What follows belongs to an exercise in optimizing a design on an open flow for small area, a short achievable clock period and few clock cycles per item; a production flow would make more cautious choices. Function was checked by simulation only, so behaviour that the tests miss may differ from the original. Power is estimated from default activity; no workload was simulated.

== run 1 ==
// rational_arith_reduce
module rational_arith_reduce #(
   parameter int OPERAND_WIDTH = 16
) (
   input  logic                                  clock,
   input  logic                                  reset,
   input  logic                                  req_tvalid,
   output logic                                  req_tready,
   input  logic [8*((2+4*OPERAND_WIDTH+7)/8)-1:0] req_tdata,
   output logic                                  rsp_tvalid,
   input  logic                                  rsp_tready,
   output logic [71:0]                           rsp_tdata,
   output logic                                  rsp_tuser
);
Settings: LEC_CHECK=0, CAP_MARGIN=20, CORE_MARGIN=2, CORE_UTILIZATION=65, CTS_CLUSTER_DIAMETER=100, CTS_CLUSTER_SIZE=20, SLEW_MARGIN=20; clock period 15.0 ns.
standard.sh (not shown) runs the stock make flow with config.mk's settings and CLKGATE_MAP_FILE= SYNTH_SCRIPT=/design/flow/synth_recipe.tcl, a recipe that flattens the netlist after the stock synthesis.
==> flow/flow/run.sh <==
#!/bin/bash
# Standard layout (standard synthesis, floorplan, placement, CTS, routing) with
# the timing repair steps asked to leave 10.8 ns of setup slack at the design's
# clock period, so they size the critical paths up, and every port buffered
# with buf_2 rather than the default delay-buffer cell. The make output goes to
# make_finish.log; each ORFS step logs under orfs/logs/.
set -euo pipefail
bash standard.sh SETUP_SLACK_MARGIN=10.8 "BUFFER_PORTS_ARGS=-buffer_cell sky130_fd_sc_hd__buf_2" finish > make_finish.log 2>&1
Testbench counts of run 1, summed over its fixed seeds: cycles 38,469, items 2,400.
[inputs] run 2 vs run 1
- a deleted CTS_CLUSTER_DIAMETER that had been 100
- a deleted CTS_CLUSTER_SIZE that had been 20
- a change of CORE_UTILIZATION from 65 to 40
--- outcome ---
Worst setup slack ended up 0.027 ns lower on run 2 than on run 1.
Changes observed in run 2 relative to run 1: core box area increased about 60%; worst path buffer plus inverter count did not really move.
Compared with run 1, run 2 shows a lower fraction of area in registers.
Clock-pin transition on the worst setup and hold timing paths sits lower in run 2 than in run 1.
Run 2 finished every step from synthesis to the final layout, and the layout passed the timing, DRC and antenna checks.
Final antenna-violating net count: run 1 vs run 2 identical
The first-pass GRT wire length in run 2 was higher than what run 1 gave.
Higher final design instance area without fill goes to run 2 over run 1.
Re utilization: run 2 is 26 points down on run 1.
The following lists how run 3 was set up differently from run 2:
- CTS_CLUSTER_DIAMETER: unset -> 100
- CTS_CLUSTER_SIZE: unset -> 24
- CORE_UTILIZATION: 40 -> 65
diff --git a/flow/flow/run.sh b/flow/flow/run.sh
--- a/flow/flow/run.sh
+++ b/flow/flow/run.sh
@@ -3 +3 @@
-# the timing repair steps asked to leave 10.8 ns of setup slack at the design's
+# the timing repair steps asked to leave 10.7 ns of setup slack at the design's
@@ -8 +8 @@
-bash standard.sh SETUP_SLACK_MARGIN=10.8 "BUFFER_PORTS_ARGS=-buffer_cell sky130_fd_sc_hd__buf_2" finish > make_finish.log 2>&1
+bash standard.sh SETUP_SLACK_MARGIN=10.7 "BUFFER_PORTS_ARGS=-buffer_cell sky130_fd_sc_hd__buf_2" finish > make_finish.log 2>&1
Results
In run 3 the cell depth of the worst flop-to-flop path turned out 3 lower than in run 2.
Changes observed in run 3 relative to run 2: final wirelength lower, actual slew at the worst max-slew pin higher, maximum fanout along the worst path higher, overall power lower.
Diff run 2 and run 3: total buffers and inverters traversed by the critical path higher in run 3
Run 3 against run 2; total routed wire length on the met1 layer is down by more than 10%.
From run 2 to run 3 the numbers moved as follows: global routing met1 resource utilization rose by 15 points, level count of the clock H-tree lower.
What run 4 does differently from run 3 at the input level:
- a change of CORE_UTILIZATION from 65 to 55
- a deleted CTS_CLUSTER_SIZE that had been 24
- a deleted CTS_CLUSTER_DIAMETER that had been 100
==> flow/flow/run.sh <==
#!/bin/bash
# Standard layout (standard synthesis, floorplan, placement, CTS, routing) with
# the timing repair steps asked to leave 10.8 ns of setup slack at the design's
# clock period, so they size the critical paths up, and every port buffered
# with buf_1 rather than the default delay-buffer cell. The make output goes to
# make_finish.log; each ORFS step logs under orfs/logs/.
set -euo pipefail
bash standard.sh SETUP_SLACK_MARGIN=10.8 "BUFFER_PORTS_ARGS=-buffer_cell sky130_fd_sc_hd__buf_1" finish > make_finish.log 2>&1
--- outcome ---
Relative to run 3, the final cell area reported for run 4 is higher.
Run 4: die area is 18% higher than what run 3 reported.
Compared with run 3, in run 4 sequential share of layout area shows a reduction of 2.0 points, share of power burned in registers shows a reduction of 2.2 points, smallest setup slack after layout shows an increase of 0.052 ns.
Input-level comparison between run 5 and run 4:
- CORE_UTILIZATION now 70, was 55
diff --git a/flow/flow/run.sh b/flow/flow/run.sh
--- a/flow/flow/run.sh
+++ b/flow/flow/run.sh
@@ -5 +5 @@
-# with buf_1 rather than the default delay-buffer cell. The make output goes to
+# with buf_2 rather than the default delay-buffer cell. The make output goes to
@@ -8 +8 @@
-bash standard.sh SETUP_SLACK_MARGIN=10.8 "BUFFER_PORTS_ARGS=-buffer_cell sky130_fd_sc_hd__buf_1" finish > make_finish.log 2>&1
+bash standard.sh SETUP_SLACK_MARGIN=10.8 "BUFFER_PORTS_ARGS=-buffer_cell sky130_fd_sc_hd__buf_2" finish > make_finish.log 2>&1
Notes after the runs:
Run 5 ends up with a critical path depth that is 15 lower than in run 4. On async set-or-reset flop fraction in the synthesized netlist, run 5 and run 4 are neck and neck. Final clock period utilization by the worst path delta (run 5 -> run 4): insignificant. Run 4 → run 5: headroom to the max-slew limit now smaller; total power has decreased; met1 track demand over resource climbed 6.5 points; global-route usage grew by 6.3 points; minimum setup slack in the final design higher. Diff run 4 -> run 5: sequential element share of the synthesized area about even, final area fell about 3%. Of the two values seen for uppermost metal layer occupied by signal nets, met4 was produced by run 4 and met5 by run 5. Taking run 4 as the reference point, the starting utilization of the core area of run 5 rises by 15 points.

-- port drivers added, routing unchanged --
In the flow no input, the clock included, has a driving cell. The finished layouts below were timed again as built, in two steps.
Step 1 sets driving cells, clkbuf_16 on the clock port and buf_2 on the other inputs (assumed; they add their load-dependent delay and slew).
Step 2 moves the port delays by t, midway between the first and last clock arrival at a register: inputs arrive t later, outputs are due t later. That takes back most of the time a late clock gives input paths.
Slacks: ideal ports / drivers / drivers and shift; pairs: ideal ports / drivers.
run | t (ns) | setup WS [ns] | worst hold slack (ns) | slew at the worst register clock pin (ns) | worst data-port slew with drivers (ns)
run 1 | 0.601 | 10.817 / 10.759 / 10.604 | 0.499 / 0.499 / 0.499 | 0.10 / 0.10 | 0.05
run 2 | 0.633 | 10.790 / 10.734 / 10.621 | 0.516 / 0.516 / 0.516 | 0.06 / 0.06 | 0.04
run 3 | 0.597 | 10.738 / 10.706 / 10.663 | 0.520 / 0.520 / 0.520 | 0.10 / 0.10 | 0.05
run 4 | 0.632 | 10.790 / 10.732 / 10.584 | 0.489 / 0.489 / 0.489 | 0.06 / 0.06 | 0.05
run 5 | 0.607 | 10.809 / 10.751 / 10.549 | 0.506 / 0.506 / 0.506 | 0.06 / 0.06 | 0.04
After both steps setup and hold are still met in every run listed. For run 5, which loses most, drivers alone change the setup slack by -0.058 ns; drivers and shift together by -0.260 ns.
